Source: an optimization exercise on an open RTL-to-GDS flow (aim: small area, a short achievable clock period and few clock cycles per item). Production flows keep margins and buffers that such runs may drop.
Where RTL was checked, it was by simulation tests only, not by an equivalence proof against the original.
No functional check of the RTL was part of run 1.

## flow/design.v (module list and top-level ports; edited modules follow where they fit)
// module cvn_top: 3969 lines
module cvn_top #(
	parameter int SAMPLE_WIDTH = 24
) (
	input  logic                    clk,
	input  logic                    arst_n,
	input  logic                    psel,
	input  logic                    penable,
	input  logic                    pwrite,
	input  logic [1:0]              paddr,
	input  logic [31:0]             pwdata,
	output logic [31:0]             prdata,
	output logic                    pready,
	input  logic                    cmd_valid,
	output logic                    cmd_ready,
	input  logic [1:0]              cmd_opcode,
	input  logic [SAMPLE_WIDTH-1:0] cmd_re,
	input  logic [SAMPLE_WIDTH-1:0] cmd_im,
	output logic                    rsp_valid,
	input  logic                    rsp_ready,
	output logic                    rsp_kind,
	output logic [SAMPLE_WIDTH-1:0] rsp_re,
	output logic [SAMPLE_WIDTH-1:0] rsp_im,
	output logic [31:0]             rsp_norm,
	output logic                    rsp_zero,
	output logic                    rsp_sat
);
  // ...
==> flow/run.sh <==
#!/bin/bash
# synth_recipe.tcl (not shown) runs the flow's synth.tcl, then flattens the netlist and writes it again
# the make line also repeats each setting of config.mk as NAME=value (left out here)
make -C /OpenROAD-flow-scripts/flow DESIGN_CONFIG=/design/flow/config.mk WORK_HOME=/design/flow/orfs CLKGATE_MAP_FILE= SYNTH_SCRIPT=/design/flow/synth_recipe.tcl finish
==> flow/config.mk <==
export PLATFORM = sky130hd
export DESIGN_NAME = cvn_top
export DESIGN_NICKNAME = cvn_top
export VERILOG_FILES = /design/flow/design.v
export SDC_FILE = /design/flow/constraint.sdc
export NUM_CORES = 4
export LEC_CHECK = 0
export ABC_CLOCK_PERIOD_IN_PS = 5000
export CAP_MARGIN = 20
export CORE_MARGIN = 2
export CORE_UTILIZATION = 40
export PLACE_DENSITY = 0.6
export SETUP_SLACK_MARGIN = 4
export SLEW_MARGIN = 20
==> flow/constraint.sdc <==
create_clock -name core_clock -period 11.0 [get_ports {clk}]
set_input_delay 2.2000 -clock core_clock [delete_from_list [all_inputs] [get_ports {clk}]]
set_output_delay 2.2000 -clock core_clock [all_outputs]
set_load 0.01 [all_outputs]
==> results.yml, run 1 <==
placed_design:
  placedCellCount: 8229
yosys:
  synth-edff-count: 243
  ys_types: 104
  yosysWarnings: 1
  synth_seq_cells: 456
  synthSimpleGateAreaFrac_pct: 12.7
status:
  status: "no timing/DRC/antenna violations"
min_path:
  hold_path_depth: 1
  min_path_type: "reg -> reg"
  min_from: "out_zero_q"
  min_to: "out_zero_q"
grt:
  grt_pass1_wl_um: 368000
  met3_usage_pct: 9.22
  first_global_vias: 53100
  grt.busiest_layer: "met2"
  overflow: 0
cells_and_area:
  top_regs: "sum_q x64, cs_s_q x55, cs_c_q x54"
  fillers: 14300
  clock_area_share_pct: 3.12
  largest_register_ffs: 64
  nMultiInputCombCells: 4620
  inv_count: 858
  ff_latch_area_um2: 12300
  buf_share_pct: 5.25
sta:
  worst_pin_slew_ns: 1.25
  max-slew-margin-rel_pct: 16.0
setup_path:
  cp_max_fo: 72
  crit_end: "recip_q[1]"
  path_depth: 19
clock_tree:
  cts-root-buf: "clkbuf_16"
  clock_latency_ns: 0.72
die:
  die_area_um2: 150000
==> run 2: changes to the inputs <==
--- a/flow/design.v
+++ b/flow/design.v
@@ -66,23 +66,25 @@
 	logic [31:0] rem_q;
 	logic [28:0] root_q;
 	logic        f_small_q;
 	logic        s2_valid_q;
 	logic [1:0]  s2_kind_q;
 	logic        s2_second_q;
 	logic        s2_neg_q;
 	logic [1:0]  s2_pass_q;
+	logic        s2_last_q;
 	logic [55:0] cs_s_q, cs_c_q;
 	logic [23:0] pend_re_q;
-	logic        pend_sat_q;
+	logic        pend_sat_q, pend_neg_q;
 	logic        out_valid_q;
 	logic        out_kind_q;
 	logic [23:0] out_re_q, out_im_q;
-	logic        out_zero_q, out_sat_q;
+	logic        out_rsat_q, out_isat_q, out_rneg_q, out_ineg_q;
+	logic        out_zero_q;
 	logic cfg_write;
 	assign cfg_write = psel && penable && pwrite && (paddr == 2'd0);
 	assign pready    = 1'b1;
 	assign prdata    = addr0_q ? grid_q : 32'd0;
 	logic accept, out_free, stall;
 	assign cmd_ready = rdy_q;
 	assign accept    = cmd_valid && rdy_q;
 	assign out_free  = !out_valid_q || rsp_ready;
@@ -3688,21 +3690,18 @@
 	assign cs_c = {1'b0, pt_p767, pt_s1449, pt_s1448, pt_s1447, pt_s1446, pt_s1445, pt_s1444, pt_s1443, pt_s1442, pt_s1441, pt_s1440, pt_s1439, pt_s1438, pt_s1437, pt_s1436, pt_s1435, pt_s1434, pt_s1433, pt_s1432, pt_s1431, pt_s1430, pt_s1429, pt_s1428, pt_s1427, pt_s1426, pt_s1425, pt_s1424, pt_s1423, pt_s1422, pt_s1421, pt_s1420, pt_s1419, pt_s1418, pt_s1417, pt_s1416, pt_s1415, pt_s1414, pt_s1413, pt_s1412, pt_s1411, pt_s1410, pt_s1409, pt_s1408, pt_s1407, pt_s1406, pt_s1405, pt_s1404, pt_s1403, pt_s1402, pt_s1401, pt_s1400, pt_s1399, pt_p5, pt_p2, 1'b0};
 	logic [63:0] addend;
 	logic [64:0] total;
 	logic s2_add_sum_q, s2_add_rnd_q, s2_add_rem_q;
 	assign addend = ({64{s2_add_sum_q}} & sum_q) |
 		({64{s2_add_rnd_q}} & {{40{s2_neg_q}}, 1'b1, 23'd0}) |
 		({64{s2_add_rem_q}} & {32'd0, rem_q});
 	assign total = {1'b0, addend} + {9'd0, cs_s_q} + {9'd0, cs_c_q};
-	logic        scl_sat;
-	logic [23:0] scl_val, scl_res;
+	logic scl_sat;
 	assign scl_sat = !total[63] && (total[62:47] != '0);
-	assign scl_val = scl_sat ? 24'h7F_FFFF : total[47:24];
-	assign scl_res = s2_neg_q ? ~scl_val : scl_val;
 	logic s2_go;
 	assign s2_go = s2_valid_q && !stall;
 	logic [63:0] sum_acc, sum_d;
 	assign sum_acc = total[64] ? '1 : total[63:0];
 	assign sum_d   = (s2_go && s2_kind_q == K_ACC) ? sum_acc : sum_q;
 	logic        mode_sq;
 	logic [33:0] rx;
 	logic [32:0] rm1, rm2;
@@ -3745,18 +3744,39 @@
 		dv_cnt = '0;
 		for (int p = 6; p <= 26; p += 2) begin
 			if ((root_q[p-1] || root_q[p]) && ((root_q >> (p + 1)) == '0)) begin
 				dv_rem = 32'd1 << p;
 				dv_cnt = 5'((40 - p) / 2);
 			end
 		end
 	end
+	logic [57:0] f_v;
+	logic [63:0] f_d;
+	always_comb begin
+		case (s2_pass_q)
+			2'd0: begin
+				f_v = {40'd0, total[55:38]};
+				f_d = {6'd0, total[55:38], 40'd0};
+			end
+			2'd1: begin
+				f_v = {15'd0, total[56:14]};
+				f_d = {5'd0, total[56:14], 16'd0};
+			end
+			default: begin
+				f_v = {total[47:0], sum_q[9:0]};
+				f_d = {6'd0, total[47:0], sum_q[9:0]};
+			end
+		endcase
+	end
 	logic f_small;
-	assign f_small = (total[47:7] == '0) && ({total[6:0], sum_q[9:0]} < 17'h1_0201);
+	assign f_small = (f_v[57:17] == '0) && (f_v[16:0] < 17'h1_0201);
+	logic nz1, nz2;
+	assign nz1 = (sum_q[63:24] != '0);
+	assign nz2 = (sum_q[63:48] != '0);
 	logic [NS-1:0] state_nx;
 	logic       rdy_nx;
 	logic       issue;
 	logic       fin_write, fin_zero, fin_sat;
 	logic [NS-1:0] acc_state;
 	always_comb begin
 		case (cmd_opcode)
 			OP_ACCUM:  acc_state = S_PA;
@@ -3795,23 +3815,23 @@
 			state_q[I_F1]: begin
 				if (!s2_valid_q && out_free) begin
 					if (sum_q == '0) begin
 						fin_write = 1'b1;
 						fin_zero  = 1'b1;
 						state_nx  = S_IDLE;
 					end else begin
 						issue    = 1'b1;
-						state_nx = S_F2;
+						state_nx = nz1 ? S_F2 : S_F4;
 					end
 				end
 			end
 			state_q[I_F2]: begin
 				issue    = 1'b1;
-				state_nx = S_F3;
+				state_nx = nz2 ? S_F3 : S_F4;
 			end
 			state_q[I_F3]: begin
 				issue    = 1'b1;
 				state_nx = S_F4;
 			end
 			state_q[I_F4]: state_nx = S_SQ;
 			state_q[I_SQ]: begin
 				if (sq_last) begin
@@ -3832,17 +3852,17 @@
 			end
 			default: state_nx = S_IDLE;
 		endcase
 	end
 	logic [4:0] cnt_nx;
 	always_comb begin
 		cnt_nx = cnt_q;
 		case (1'b1)
-			state_q[I_F4]: cnt_nx = 5'd15;
+			state_q[I_F4]: cnt_nx = (s2_pass_q == 2'd0) ? 5'd5 : ((s2_pass_q == 2'd1) ? 5'd11 : 5'd15);
 			state_q[I_SQ]: begin
 				if (sq_last) cnt_nx = dv_cnt;
 				else if (sq_skip) cnt_nx = cnt_q - 5'd4;
 				else cnt_nx = cnt_q - 5'd1;
 			end
 			state_q[I_DV]: cnt_nx = cnt_q - 5'd1;
 			default: ;
 		endcase
@@ -3868,20 +3888,20 @@
 			if (!stall) s2_valid_q <= issue;
 			if (fin_write || (s2_go && s2_kind_q == K_SCL && s2_second_q)) begin
 				out_valid_q <= 1'b1;
 			end else if (rsp_ready) begin
 				out_valid_q <= 1'b0;
 			end
 			if (s2_go && s2_kind_q == K_ACC) begin
 				sum_q <= sum_acc;
+			end else if (s2_go && s2_kind_q == K_FIN && s2_last_q) begin
+				sum_q <= f_d;
 			end else if (s2_go && s2_kind_q == K_FIN && s2_pass_q == 2'd1) begin
 				sum_q[9:0] <= total[23:14];
-			end else if (s2_go && s2_kind_q == K_FIN && s2_pass_q == 2'd2) begin
-				sum_q <= {6'd0, total[47:0], sum_q[9:0]};
 			end else if (state_q[I_SQ]) begin
 				sum_q <= sq_skip ? {4'd0, sum_q[43:0], 16'd0} : {4'd0, sum_q[55:0], 4'd0};
 			end
 			if (fin_write && fin_zero) begin
 				recip_q <= ONE_Q24;
 			end else if (fin_write && fin_sat) begin
 				recip_q <= 32'hFFFF_FFFF;
 			end else if (state_q[I_F0]) begin
@@ -3912,16 +3932,17 @@
 		if (!stall) begin
 			cs_s_q      <= cs_s;
 			cs_c_q      <= cs_c;
 			s2_kind_q   <= (state_q[I_P1] || state_q[I_P2]) ? K_SCL :
 				(state_q[I_PA] ? K_ACC : K_FIN);
 			s2_second_q <= state_q[I_P2];
 			s2_neg_q    <= state_q[I_P1] ? re_neg_q : im_neg_q;
 			s2_pass_q   <= state_q[I_F1] ? 2'd0 : (state_q[I_F2] ? 2'd1 : 2'd2);
+			s2_last_q   <= state_q[I_F1] ? !nz1 : (state_q[I_F2] ? !nz2 : 1'b1);
 			s2_add_sum_q <= state_q[I_PA];
 			s2_add_rnd_q <= state_q[I_P1] || state_q[I_P2];
 			s2_add_rem_q <= state_q[I_F2] || state_q[I_F3];
 		end
 		cnt_q <= cnt_nx;
 		mul_q <= state_nx[I_P1] || state_nx[I_P2] || state_nx[I_F1] || state_nx[I_F2] ||
 			state_nx[I_F3];
 		sq_q  <= state_nx[I_PA];
@@ -3937,33 +3958,36 @@
 			rem_q <= rnext;
 		end
 		if (state_q[I_F1] && !s2_valid_q && out_free) begin
 			root_q <= '0;
 		end else if (state_q[I_SQ] && !sq_skip) begin
 			root_q <= {root_q[26:0], rk};
 		end
 		if (s2_go && s2_kind_q == K_SCL && !s2_second_q) begin
-			pend_re_q  <= scl_res;
+			pend_re_q  <= total[47:24];
 			pend_sat_q <= scl_sat;
+			pend_neg_q <= s2_neg_q;
 		end
 		if (s2_go && s2_kind_q == K_SCL && s2_second_q) begin
 			out_kind_q <= 1'b0;
 			out_re_q   <= pend_re_q;
-			out_im_q   <= scl_res;
-			out_zero_q <= 1'b0;
-			out_sat_q  <= pend_sat_q | scl_sat;
+			out_rsat_q <= pend_sat_q;
+			out_rneg_q <= pend_neg_q;
+			out_im_q   <= total[47:24];
+			out_isat_q <= scl_sat;
+			out_ineg_q <= s2_neg_q;
 		end else if (fin_write) begin
 			out_kind_q <= 1'b1;
-			out_re_q   <= '0;
-			out_im_q   <= '0;
 			out_zero_q <= fin_zero;
-			out_sat_q  <= fin_sat;
+			out_rsat_q <= fin_sat;
 		end
 	end
 	assign rsp_valid = out_valid_q;
 	assign rsp_kind  = out_kind_q;
-	assign rsp_re    = out_re_q;
-	assign rsp_im    = out_im_q;
+	assign rsp_re    = out_kind_q ? 24'd0 :
+		((out_rsat_q ? 24'h7F_FFFF : out_re_q) ^ {24{out_rneg_q}});
+	assign rsp_im    = out_kind_q ? 24'd0 :
+		((out_isat_q ? 24'h7F_FFFF : out_im_q) ^ {24{out_ineg_q}});
 	assign rsp_norm  = out_kind_q ? {3'd0, root_q} : 32'd0;
-	assign rsp_zero  = out_zero_q;
-	assign rsp_sat   = out_sat_q;
+	assign rsp_zero  = out_kind_q && out_zero_q;
+	assign rsp_sat   = out_rsat_q || (!out_kind_q && out_isat_q);
 endmodule
--- a/flow/config.mk
+++ b/flow/config.mk
@@ -5,10 +5,10 @@
 export SDC_FILE = /design/flow/constraint.sdc
 export NUM_CORES = 4
 export LEC_CHECK = 0
 export ABC_CLOCK_PERIOD_IN_PS = 5000
 export CAP_MARGIN = 20
 export CORE_MARGIN = 2
 export CORE_UTILIZATION = 40
 export PLACE_DENSITY = 0.6
-export SETUP_SLACK_MARGIN = 4
+export SETUP_SLACK_MARGIN = 5
 export SLEW_MARGIN = 20
==> run 2 against run 1 <==
  * Still clean on timing, DRC and antenna
  * Die area up 1.6%
  * Global-route usage up 1.4 points
  * Worst hold slack worse by 0.055 ns
  * Critical endpoint is now out_isat_q
==> results.yml, run 2 <==
status:
  status: "no timing/DRC/antenna violations"
sta:
  max-slew-margin-rel_pct: 18.0
  setup_viol: 0
  worst_pin_slew_ns: 1.23
  finalClockSkew_ns: 0.0514
  finalMaxSlewViolations: 0
  hold_viol_final: 0
  rsz0062_at_grt: "yes"
  post-route-period-util_pct: 55.0
  fin_crit_ns: 6.05
  fmax_ghz: 0.165
  fin_setup_tns_ns: 0
grt:
  overflow: 0
  globalRouteTotalUtil_pct: 34.5
  grt_max_degree: 86
  first_global_vias: 55400
  grt_pass1_wl_um: 385000
  antenna_found_initial: 12
yosys:
  synth-edff-count: 249
  synthTopCellsByArea: "fa_1, edfxtp_1, inv_1, dfrtp_1, ha_1"
  synth_seq_cells: 461
  synth.cell_area_um2: 59700
  yosysSeqAreaShare_pct: 20.8
  synthTopCellsByCount: "inv_1, fa_1, nand2_1, clkbuf_1, a21oi_1"
  ys_types: 96
  async_flop_share_pct: 30.8
  synth-main-ff-cell: "edfxtp_1"
  synth_top_area_share_pct: 25.0
  yosysTopAreaCell: "fa_1"
  yosysWarnings: 1
  postSynthCellCount: 6722
  synth_most_common_cell: "inv_1"
  syn_area_per_cell_um2: 8.88
setup_path:
  end_kind: "flop"
  critPathMaxStageDelay_ns: 0.60
  path_cells: "buf_4, inv_1, o21ai_1, fa_1, ha_1, a21oi_1, o21ai_1, a21oi_1, a2111oi_1, buf_4, o31ai_1, nand2_1, a31oi_1, or4_1, o211ai_1, nor4_1, a41oi_1"
  crit_path_start_kind: "flop"
  path_class: "reg -> reg"
  cp_max_fo: 30
  critPathArrivalTime_ns: 6.50
  worstPathRequired_ns: 11.45
  cpMaxStageDelayCell: "o31ai_1"
die:
  io_pins: 209
  chipHeight_um: 390
  start_util_pct: 40.3
  rows: 141
  core_area_um2: 148000
  die_x_um: 390
  die_area_um2: 152000
routing:
  drt_iter0_markers: 6994
  drc_errors: 0
  ant_nets: 0
  totalWireLength_um: 268000
  drt_pass1_iterations: 7
  vias: 55700
  routedWlPerCell_um: 31.0
  viasPerCell: 6.44
clock_tree:
  htreeDepth: 2
  cts.sinks: 461
  cts_hold_buf: 0
  cts_buffers: 61
  tritoncts: "done"
  cts.path.max_buffers: 3
  clk_pin_slew_ns: 0.07
  cts-root-buf: "clkbuf_16"
  clock_latency_ns: 0.76
placed_design:
  post_dp_cell_area_um2: 63700
  hpwl_um: 192000
  port_buffers: 204
  routabilityCongestion: 1.08
cells_and_area:
  final_common_cell: "inv_1"
  postLayoutCellArea_um2: 66300
  top_regs: "sum_q x64, cs_s_q x55, cs_c_q x54"
  final_cell_mix: "inv_1, fa_1, nand2_1"
  finish.net_count: 7727
  drive_above_1_share_pct: 7.17
  regMostFlops: "sum_q"
  area_delta_synth_final_pct: 11.1
  largest_register_ffs: 64
min_path:
  min_path_type: "reg -> reg"
job:
  cap_violations: 0
run 2: repair_timing:
item,in CTS,in global routing
pin swaps,1,0
setup buffers,6,8
resized for setup,15,27
cloned,1,0
endpoints found under the setup margin,96,60
run 2: logic make-up after synthesis:
logic type | count (synthesis) | share of synthesized area (%)
adders and majority gates | 982 | 30.0
xor gates and xnor gates | 224 | 3.29
DFF | 461 | 20.8
and+or+nand+nor | 1592 | 13.0
AOI/OAI and AO/OA | 1860 | 21.7
muxes | 89 | 1.61
buffers and inverters | 1512 | 9.56
other | 2 | 0.0126
run 2: cell type report:
type,count,area [µm²]
Fill cell,14400,81700
Multi-Input combinational cell,4751,41800
Antenna cell,10,25.0
Sequential cell,461,12500
Clock inverter,31,435
Timing Repair Buffer,416,3760
Tap cell,1930,2410
Clock buffer,83,1790
Inverter,963,3610
run 2: path summary, 6_finish.rpt:
kind                       depth (start not counted)  slack, ns           end     startpoint
max in group asynchronous                          2       8.26      sum_q[0]         arst_n
max reg2reg                                       17       4.95    out_isat_q   s2_add_sum_q
min in group asynchronous                          1       1.44    grid_q[19]         arst_n
min                                                0       0.41  out_re_q[12]  pend_re_q[12]
max                                               17       4.95    out_isat_q   s2_add_sum_q
min reg2reg                                        0       0.41  out_re_q[12]  pend_re_q[12]
run 2: layer usage:
metal | vias to the layer above | wire [µm] | share of wire (%) | GRT usage [%]
met1 | 27600 | 99700 | 37 | 43.4
met2 | 4021 | 113000 | 42 | 51.2
met4 | 24 | 20700 | 7.7 | 21.0
li1 | 22900 | - | - | -
met5 | - | 356 | 0.13 | 1.02
met3 | 1092 | 34500 | 13 | 11.2
run 2: worst max-delay path, delay by kind of cell, from the launching register on:
family | cells | cell delay [ns]
AO/OA/AOI/OAI | 9 | 2.89
adder cells (fa/ha/maj) | 2 | 0.89
buffers and inverters | 3 | 0.85
AND/OR/NAND/NOR | 3 | 0.78
flip-flops | 1 | 0.34
run 2: through the flow:
| stage | util, % | hold slack, ns | setup slack, ns | cells |
|---|---|---|---|---|
| floorplan | - | 0.400 | 5.23 | 6724 |
| detailed placement | 43.0 | 0.405 | 4.03 | 8506 |
| global placement | 43.0 | 0.401 | 4.06 | 8506 |
| CTS | 44.6 | 0.417 | 5.00 | 8627 |
| global route | 44.8 | 0.423 | 4.97 | 8637 |
| finish | 44.8 | 0.409 | 4.95 | 8645 |
Testbench counts of run 2, summed over its fixed seeds: cycles 12,328, items 5,556.

## afterwards: timing with drivers on the ports
How much do the figures lean on ideal ports? The routed layouts below were timed once more, with nothing changed but the port constraints.
Step 1 assumes that a clkbuf_16 drives the clock port and a buf_2 every other input.
Step 2 moves the port delays by t, midway between the first and last clock arrival at a register: inputs arrive t later, outputs are due t later. That takes back most of the time a late clock gives input paths.
Three values: ideal, step 1, step 2; two values: the first two.
run	t, ns	setup slack, ns	hold slack, ns	worst register clock-pin slew, ns
run 1	0.755	4.371 / 4.371 / 4.371	0.465 / 0.465 / 0.465	0.08 / 0.08
run 2	0.814	4.948 / 4.948 / 4.481	0.409 / 0.409 / 0.409	0.08 / 0.08
After both steps every run listed still meets setup and hold. For run 2, which loses most, drivers alone change the setup slack by 0.000 ns; drivers and shift together by -0.467 ns.
